Source: an optimization exercise on an open RTL-to-GDS flow (aim: small area, a short achievable clock period and few clock cycles per item). Production flows keep margins and buffers that such runs may drop. Only the layout flow was run in this run; the RTL was not checked for function there. Power figures rest on the tool's default switching activity, not on a simulated workload.

===== flow/config.mk =====
export PLATFORM = sky130hd
export DESIGN_NAME = burst_interval_monitor
export DESIGN_NICKNAME = burst_interval_monitor
export VERILOG_FILES = /design/flow/design.v
export SDC_FILE = /design/flow/constraint.sdc
export NUM_CORES = 4
export LEC_CHECK = 0
export CAP_MARGIN = 20
export CORE_MARGIN = 2
export CORE_UTILIZATION = 40
export SLEW_MARGIN = 20

===== flow/constraint.sdc =====
create_clock -name core_clock -period 6.0 [get_ports {clock}]
set_input_delay 1.2000 -clock core_clock [delete_from_list [all_inputs] [get_ports {clock}]]
set_output_delay 1.2000 -clock core_clock [all_outputs]
set_load 0.01 [all_outputs]

===== flow/design.v =====
`default_nettype none
package bim_pkg;
   localparam int TS_W        = 48;
   localparam int CFG_W       = 32;
   localparam int FC_W        = 8;
   localparam int IVL_W       = 32;
   localparam int OFS_W       = 33;
   localparam int CNT_OUT_W   = 4;
   localparam int KIND_W      = 2;
   localparam int CSR_IDX_W   = 1;
   localparam int REQ_DATA_W  = 56;
   localparam int REQ_USER_W  = 2;
   localparam int RSP_DATA_W  = 152;
   localparam int RSP_USER_W  = 2;
   localparam int RING_DEPTH  = 10;
   localparam int SUM_W       = 36;
   localparam logic [3:0] SUBTYPE_ACTION = 4'hD;
   localparam logic [CFG_W-1:0] EXPECTED_INTERVAL_RESET = 32'd1000000;
   localparam logic [CFG_W-1:0] BURST_TIMEOUT_RESET     = 32'd200000;
   localparam logic [CSR_IDX_W-1:0] CSR_EXPECTED_INTERVAL = 1'b0;
   localparam logic [CSR_IDX_W-1:0] CSR_BURST_TIMEOUT     = 1'b1;
endpackage
`default_nettype wire
`default_nettype none
module bim_div #(
   parameter int BPC = 4
) (
   input  wire logic        clock,
   input  wire logic        reset,
   input  wire logic        claim,      
   input  wire logic        load,
   input  wire logic [35:0] dividend,
   input  wire logic [3:0]  divisor,
   output logic             done,
   output logic [31:0]      quotient,
   output logic [3:0]       count
);
   localparam int ITER   = 32 / BPC;
   localparam int STEP_W = $clog2(ITER + 1);
   logic [3:0]        rem_ff, rem_nx;
   logic [31:0]       quo_ff, quo_nx;
   logic [3:0]        dvs_ff;
   logic [STEP_W-1:0] step_ff;
   logic              busy_ff, done_ff;
   logic [4:0]        t;
   always_comb begin
      rem_nx = rem_ff;
      quo_nx = quo_ff;
      for (int i = 0; i < BPC; i++) begin
         t      = {rem_nx, quo_nx[31]};
         quo_nx = {quo_nx[30:0], t >= {1'b0, dvs_ff}};
         rem_nx = (t >= {1'b0, dvs_ff}) ? 4'(t - {1'b0, dvs_ff}) : t[3:0];
      end
   end
   always_ff @(posedge clock) begin
      if (reset || claim) begin
         busy_ff <= 1'b0;
         done_ff <= 1'b0;
         step_ff <= '0;
      end else if (load) begin
         busy_ff <= 1'b1;
         done_ff <= 1'b0;
         step_ff <= STEP_W'(ITER - 1);
      end else if (busy_ff) begin
         step_ff <= step_ff - 1'b1;
         if (step_ff == '0) begin
            busy_ff <= 1'b0;
            done_ff <= 1'b1;
         end
      end
   end
   always_ff @(posedge clock) begin
      if (load) begin
         rem_ff <= dividend[35:32];
         quo_ff <= dividend[31:0];
         dvs_ff <= divisor;
      end else if (busy_ff) begin
         rem_ff <= rem_nx;
         quo_ff <= quo_nx;
      end
   end
   assign done     = done_ff;
   assign quotient = quo_ff;
   assign count    = dvs_ff;
endmodule
`default_nettype wire
`default_nettype none
import bim_pkg::*;
module burst_interval_monitor (
   input  wire logic                             clock,
   input  wire logic                             reset,
   input  wire logic                             req_tvalid,
   output logic                                  req_tready,
   input  wire logic [bim_pkg::REQ_DATA_W-1:0]   req_tdata,
   input  wire logic [bim_pkg::REQ_USER_W-1:0]   req_tuser,
   output logic                                  rsp_tvalid,
   input  wire logic                             rsp_tready,
   output logic [bim_pkg::RSP_DATA_W-1:0]        rsp_tdata,
   output logic [bim_pkg::RSP_USER_W-1:0]        rsp_tuser,
   input  wire logic                             csr_we,
   input  wire logic [bim_pkg::CSR_IDX_W-1:0]    csr_index,
   input  wire logic [bim_pkg::CFG_W-1:0]        csr_wdata
);
   localparam int BPC = 4;
   logic [CFG_W-1:0] expected_ff, timeout_ff;
   logic             r_valid, r_op, r_qual;
   logic [TS_W-1:0]  r_ts;
   logic             active_ff, has_prev_ff;
   logic [TS_W-1:0]  last_ff, prev_last_ff;
   logic [3:0]       n_ff;
   logic [IVL_W-1:0] ring [RING_DEPTH];
   logic [SUM_W-1:0] dm_ff;         
   logic             load_ff;       
   logic             new_sp, new_ep, new_k1, new_div;
   logic             old_sp, old_ep, old_k1, old_div;
   logic [1:0]       div_claim, div_load, div_done;
   logic [31:0]      div_q   [2];
   logic [3:0]       div_cnt [2];
   logic             old_busy, stall, go;
   logic [TS_W-1:0]  elapsed;
   logic             hit, is_end, is_start, push;
   logic [IVL_W-1:0] ivl;
   assign old_busy   = old_sp | old_ep;
   assign stall      = r_valid & !r_op & r_qual & !active_ff & old_busy;
   assign req_tready = !stall;
   assign go         = r_valid & !stall;
   assign elapsed  = r_ts - last_ff;
   assign hit      = elapsed >= {{(TS_W - CFG_W){1'b0}}, timeout_ff};
   assign is_end   = go & r_op & active_ff & hit;
   assign is_start = go & !r_op & r_qual & !active_ff;
   assign push     = is_start & has_prev_ff;
   assign ivl      = (|elapsed[TS_W-1:IVL_W]) ? '1 : elapsed[IVL_W-1:0];
   logic             h_old, h_sp, h_k1, h_div, h_ivl;
   logic             take;
   logic [IVL_W-1:0] h_interval, h_q;
   assign h_old = old_busy;
   assign h_sp  = h_old ? old_sp  : new_sp;
   assign h_k1  = h_old ? old_k1  : new_k1;
   assign h_div = h_old ? old_div : new_div;
   assign h_ivl = h_sp & h_k1;
   assign rsp_tvalid = h_sp ? (!h_k1 | div_done[h_div]) : (h_old ? old_ep : new_ep);
   assign take       = rsp_tvalid & rsp_tready;
   assign h_interval = h_ivl ? (h_old ? ring[1] : ring[0]) : '0;
   assign h_q        = div_q[h_div];
   logic [OFS_W-1:0] h_inst, h_avg;
   assign h_inst = h_ivl ? ({1'b0, h_interval} - {1'b0, expected_ff}) : '0;
   assign h_avg  = h_ivl ? ({1'b0, h_q} - {1'b0, expected_ff}) : '0;
   assign rsp_tuser = h_sp ? {1'b0, h_k1} : 2'd2;
   assign rsp_tdata = {2'b00,
                       h_k1 ? div_cnt[h_div] : 4'd0,
                       h_avg,
                       h_inst,
                       h_interval,
                       h_old ? prev_last_ff : last_ff};
   logic new_sp_t, new_ep_t, old_sp_t, old_ep_t;
   assign old_sp_t = old_sp & !(take & h_old & old_sp);
   assign old_ep_t = old_ep & !(take & h_old & !old_sp);
   assign new_sp_t = new_sp & !(take & !h_old & new_sp);
   assign new_ep_t = new_ep & !(take & !h_old & !new_sp);
   always_ff @(posedge clock) begin
      if (reset) begin
         expected_ff <= EXPECTED_INTERVAL_RESET;
         timeout_ff  <= BURST_TIMEOUT_RESET;
      end else if (csr_we) begin
         if (csr_index == CSR_EXPECTED_INTERVAL) expected_ff <= csr_wdata;
         else                                    timeout_ff  <= csr_wdata;
      end
   end
   always_ff @(posedge clock) begin
      if (reset) begin
         r_valid <= 1'b0;
      end else if (!stall) begin
         r_valid <= req_tvalid;
      end
   end
   always_ff @(posedge clock) begin
      if (!stall) begin
         r_op   <= req_tuser[0];
         r_qual <= req_tuser[1] && (req_tdata[FC_W-1:FC_W-4] == SUBTYPE_ACTION);
         r_ts   <= req_tdata[FC_W+TS_W-1:FC_W];
      end
   end
   always_ff @(posedge clock) begin
      if (reset) begin
         active_ff   <= 1'b0;
         has_prev_ff <= 1'b0;
         last_ff     <= '0;
         n_ff        <= '0;
         load_ff     <= 1'b0;
         new_sp      <= 1'b0;
         new_ep      <= 1'b0;
         new_k1      <= 1'b0;
         new_div     <= 1'b0;
         old_sp      <= 1'b0;
         old_ep      <= 1'b0;
         old_k1      <= 1'b0;
         old_div     <= 1'b0;
      end else begin
         load_ff <= push;
         old_sp  <= old_sp_t;
         old_ep  <= old_ep_t;
         new_sp  <= new_sp_t;
         new_ep  <= new_ep_t;
         if (is_end) begin
            active_ff <= 1'b0;
            new_ep    <= 1'b1;
         end
         if (is_start) begin
            active_ff   <= 1'b1;
            has_prev_ff <= 1'b1;
            last_ff     <= r_ts;
            old_sp      <= new_sp_t;
            old_ep      <= new_ep_t;
            old_k1      <= new_k1;
            old_div     <= new_div;
            new_sp      <= 1'b1;
            new_ep      <= 1'b0;
            new_k1      <= has_prev_ff;
         end
         if (push) begin
            n_ff    <= (n_ff == 4'(RING_DEPTH)) ? n_ff : n_ff + 1'b1;
            new_div <= !new_div;
         end
      end
   end
   always_ff @(posedge clock) begin
      if (is_start) begin
         prev_last_ff <= last_ff;
      end
   end
   always_ff @(posedge clock) begin
      if (push) begin
         ring[0] <= ivl;
         for (int i = 1; i < RING_DEPTH; i++) ring[i] <= ring[i-1];
      end
   end
   logic [SUM_W-1:0] sum;
   assign sum = dm_ff + {{(SUM_W - IVL_W){1'b0}}, ring[0]};
   always_ff @(posedge clock) begin
      if (reset) begin
         dm_ff <= '0;
      end else if (load_ff) begin
         dm_ff <= sum - ((n_ff == 4'(RING_DEPTH)) ?
                         {{(SUM_W - IVL_W){1'b0}}, ring[RING_DEPTH-1]} : '0);
      end
   end
   assign div_claim[0] = push &  new_div;
   assign div_claim[1] = push & !new_div;
   assign div_load[0]  = load_ff & !new_div;
   assign div_load[1]  = load_ff &  new_div;
   for (genvar g = 0; g < 2; g++) begin : g_div
      bim_div #(
         .BPC (BPC)
      ) u_div (
         .clock    (clock),
         .reset    (reset),
         .claim    (div_claim[g]),
         .load     (div_load[g]),
         .dividend (sum),
         .divisor  (n_ff),
         .done     (div_done[g]),
         .quotient (div_q[g]),
         .count    (div_cnt[g])
      );
   end
endmodule
`default_nettype wire

===== flow/run.sh =====
#!/bin/bash
# synth_recipe.tcl (not shown) runs the flow's synth.tcl, then flattens the netlist and writes it again
# the make line also repeats each setting of config.mk as NAME=value (left out here)
make -C /OpenROAD-flow-scripts/flow DESIGN_CONFIG=/design/flow/config.mk WORK_HOME=/design/flow/orfs CLKGATE_MAP_FILE= SYNTH_SCRIPT=/design/flow/synth_recipe.tcl finish

==> metrics.md <==
| Metric | Value |
|---|---|
| PwrDens | approximately 240 nW/um^2 |
| Core area | 88400 um^2 |
| Vias in the first global route | 26121 |
| N_diodes | 0 |
| GR Util All Layers | 0.218 |
| Synth top area cells | edfxtp_1 42%, dfxtp_1 9.9%, ha_1 8.5%, nand2_1 6.0%, a21oi_1 4.7% |
| CP Buf/Inv Count | 3 |
| Clock Pin Slew Worst Setup and Hold Paths | around 0.060 ns |
| Synth Instances | ~3500 |
| Family with the most delay on the worst path | compound AO/OA/AOI/OAI gates |
| Relative slew slack | 0.346 |
| Post-route setup slack | about 0.095 ns |
| Clock latency on the worst-skew pair | roughly 0.64 ns |
| Most frequently used flop master after synthesis | edfxtp_1 |
| Max Transition Viols Final | 0 |
| Critical path's slowest cell | clkdlybuf4s50_1 |
| Static Leak | roughly 17 nW |
| Ports | around 250 |
| EDFF count, synth | 498 |
| DR iter-0 viols | roughly 2000 |
| Hold crit path type | reg2reg |
| Pre-antenna DRT Iters | 5 |
| Final TNS setup | 0 ns |
| Post-synth top cells | 571 x nand2_1, 498 x edfxtp_1, 336 x a21oi_1 |
| Req. time, crit path | approximately 4.8 ns |
| Max-cap viol count | 0 |
| Register area share after synthesis | 0.518 |
| Area after DPL | 40800 um^2 |
| Port buffer count | 245 |
| Post-synthesis cell type count | between 80 and 90 |
| Hold_buf cts | 0 |
| R2R Setup Slk | 0.23 ns |
| Status | finished clean |
| Tot Pwr | 10.6 mW |
| Post-route ant nets | 0 |
| Nets | 4271 |
| CTS max path bufs | 3 |
| Period utilization | 0.984 |
| Clock root cell | clkbuf_16 |
| Most frequent cell after synthesis | nand2_1 |
| Worst stage delay on the critical path | between 0.6 and 0.7 ns |
| Area Overhead vs Synth | 24.2% |
| Largest net degree at the start of global routing | between 100 and 150 |
| Via count | approximately 27000 |
| Clock skew | about 0.035 ns |
| Crit path time final | about 6 ns |
| First-pass GRT wire length | 152000 um |
| Worst setup path class | reg2out |
| Mean Syn Cell Area | just over 10 um^2 |
| Critical path capture point type | primary output |
| Num CTS Buffers | 77 |
| Die W | 303 um |
| Max H-tree Level | 3 |
| # DRC | 0 |
| Asr flop ratio synth | 0 |
| Most used cell, CP | a21boi_2 |
| GPL Wtd Cong | between 0.9 and 1 |
| Share of cells above drive strength 1 | 0.141 |
| RSZ-0062 raised after global routing | true |
| DP HPWL | approximately 76000 um |
| DR vias/cell | 5.29 |
| Initial antenna violation count | 4 |
| WL per Instance | 19.8 um |
| Worst slew pin tran | 0.979 ns |
| Routed wire length | between 100000 and 150000 um |
| Setup violations, final | 0 |
| Total clock sinks | just under 700 |
| Die area | between 90000 and 100000 um^2 |
| CP cell instances | or2_4 > mux2i_4 > buf_12 > mux2i_1 > ha_2 > fa_2 > nor2b_4 > o21ai_2 > a21boi_2 > o211ai_1 > a21boi_2 > buf_4 > o31a_1 > a21bo_2 > xnor2_1 > nor2_2 > clkdlybuf4s50_1 |
| Total gr overflow | 0 |
| CP arrival | between 4 and 5 ns |
| Yosys Warn Count | 6 |
| Crit start category | flip-flop |
| Num rows | roughly 110 |
| CP Max Fanout | 6 |
| Mapped cell area | roughly 36000 um^2 |
| Die height | slightly above 300 um |
| Synth top area share | 0.419 |
| #FFs+latches synth | a little under 700 |
| Starting Density | 0.404 |
| Final Hold Fails | 0 |
| Post-route cell area | around 44000 um^2 |
| Achievable frequency | ~170 MHz |
| Largest area contributor in the netlist | edfxtp_1 |
| Maximum VDD drop | about 0.00022 V |
| Dpl ws | -0.134 ns |
| CTS tree | done |
-- layout by cell type (no fill, tap or decap), types with 15 or more instances in the layout --
cell type	netlist	final
nor2b_1	38	33
nor2_1	218	203
buf_4	2	213
ha_4	0	15
clkbuf_16	0	80
edfxtp_1	498	498
and3_1	27	25
nand4b_1	28	28
nand2_1	571	565
nand3_1	38	38
o21a_1	30	30
inv_1	211	207
a21o_1	110	110
a211oi_1	30	28
mux2i_1	40	35
o21bai_1	23	23
nand2b_1	30	28
o21ai_1	4	15
a31oi_1	23	20
mux2_2	43	38
o211ai_1	29	29
dfxtp_1	176	173
nor3_1	54	52
xnor2_1	93	92
nand4_1	24	24
o21ai_0	198	178
a21oi_2	0	26
xor2_1	64	61
clkdlybuf4s50_1	0	222
a21oi_1	336	305
ha_1	243	227
-- report_power, final --
part | switching, mW | internal (mW) | total, mW
combinational | 0.377 | 0.295 | 0.672
sequential | 0.0240 | 4.98 | 5.01
clock | 1.98 | 2.98 | 4.96
total | 2.38 | 8.26 | 10.6
-- area by class of cell --
class                           count  area, um^2
Timing Repair Buffer              470        4220
Clock inverter                     46         541
Multi-Input combinational cell   2481       16700
Fill cell                        8170       44000
Tap cell                         1165        1460
Inverter                          215         816
Clock buffer                       95        2140
Sequential cell                   674       18500
-- per-stage QoR --
| step | utilization | instances | hold slack [ns] |
|---|---|---|---|
| global route | 0.502 | 5146 | 0.420 |
| floorplan | - | 3497 | 0.400 |
| CTS | 0.496 | 5130 | 0.412 |
| finish | 0.502 | 5146 | 0.410 |
| detailed placement | 0.462 | 4976 | 0.405 |
| global placement | 0.462 | 4976 | 0.400 |
-- state kept, by name (all words and copies together) (netlist names), 2 cells and up --
| register | cells |
|---|---|
| g_div.u_div.step_ff | 8 |
| prev_last_ff | 48 |
| g_div.u_div.busy_ff | 2 |
| g_div.u_div.done_ff | 2 |
| g_div.u_div.rem_ff | 8 |
| timeout_ff | 32 |
| ring | 320 |
| g_div.u_div.dvs_ff | 8 |
| g_div.u_div.quo_ff | 64 |
| last_ff | 48 |
| dm_ff | 36 |
| expected_ff | 32 |
| r_ts | 48 |
| n_ff | 4 |
-- path summary, 6_finish.rpt --
check	cells after the start	from	to
max	17	old_ep	rsp_tdata[127]
min	0	ring[8][22]	ring[9][22]
max reg2reg	24	ring[0][5]	dm_ff[35]
min reg2reg	0	ring[8][22]	ring[9][22]
-- cells by family after synthesis --
| group | synth area share |
|---|---|
| flops | 0.518 |
| compound gates | 0.150 |
| simple gates | 0.140 |
| xor+xnor | 0.0385 |
| mux | 0.0248 |
| other cells | 0.000105 |
| fa+ha+maj | 0.0925 |
| buf+inv | 0.0370 |
-- metal layers --
metal	track usage	share of wire	vias up
li1	-	-	13392
met1	0.295	0.45	13008
met2	0.344	0.45	683
met3	0.0492	0.072	149
met4	0.0765	0.031	6
met5	0	0.00038	-
-- repair_timing --
item,4_1_cts,5_1_grt
gates cloned,2,0
gates resized for setup,94,103
setup buffers,11,16
pin swaps,21,53
endpoints found under the setup margin,39,47

[static timing again, ports no longer ideal]
The flow's constraints put no driver on any port. The routed layout listed below was extracted and timed again, unchanged, in two steps. Step 1 sets driving cells, clkbuf_16 on the clock port and buf_2 on the other inputs (assumed; they add their load-dependent delay and slew). Step 2, shift: input delay + t, output delay - t, t = (earliest + latest rising clock arrival at the registers) / 2. This alone moves slack from input paths to output paths. a / b / c = ideal / step 1 / step 2; a / b = the first two.
t (ns): 0.693
setup WS [ns]: 0.095 / 0.029 / 0.234
worst setup path after step 2: register to register
clock arrival spread, ns: 0.035 / 0.035
slew at the worst register clock pin (ns): 0.06 / 0.06
After both steps this run still meets setup and hold. For this run, drivers alone change the setup slack by -0.066 ns; drivers and shift together by +0.139 ns.
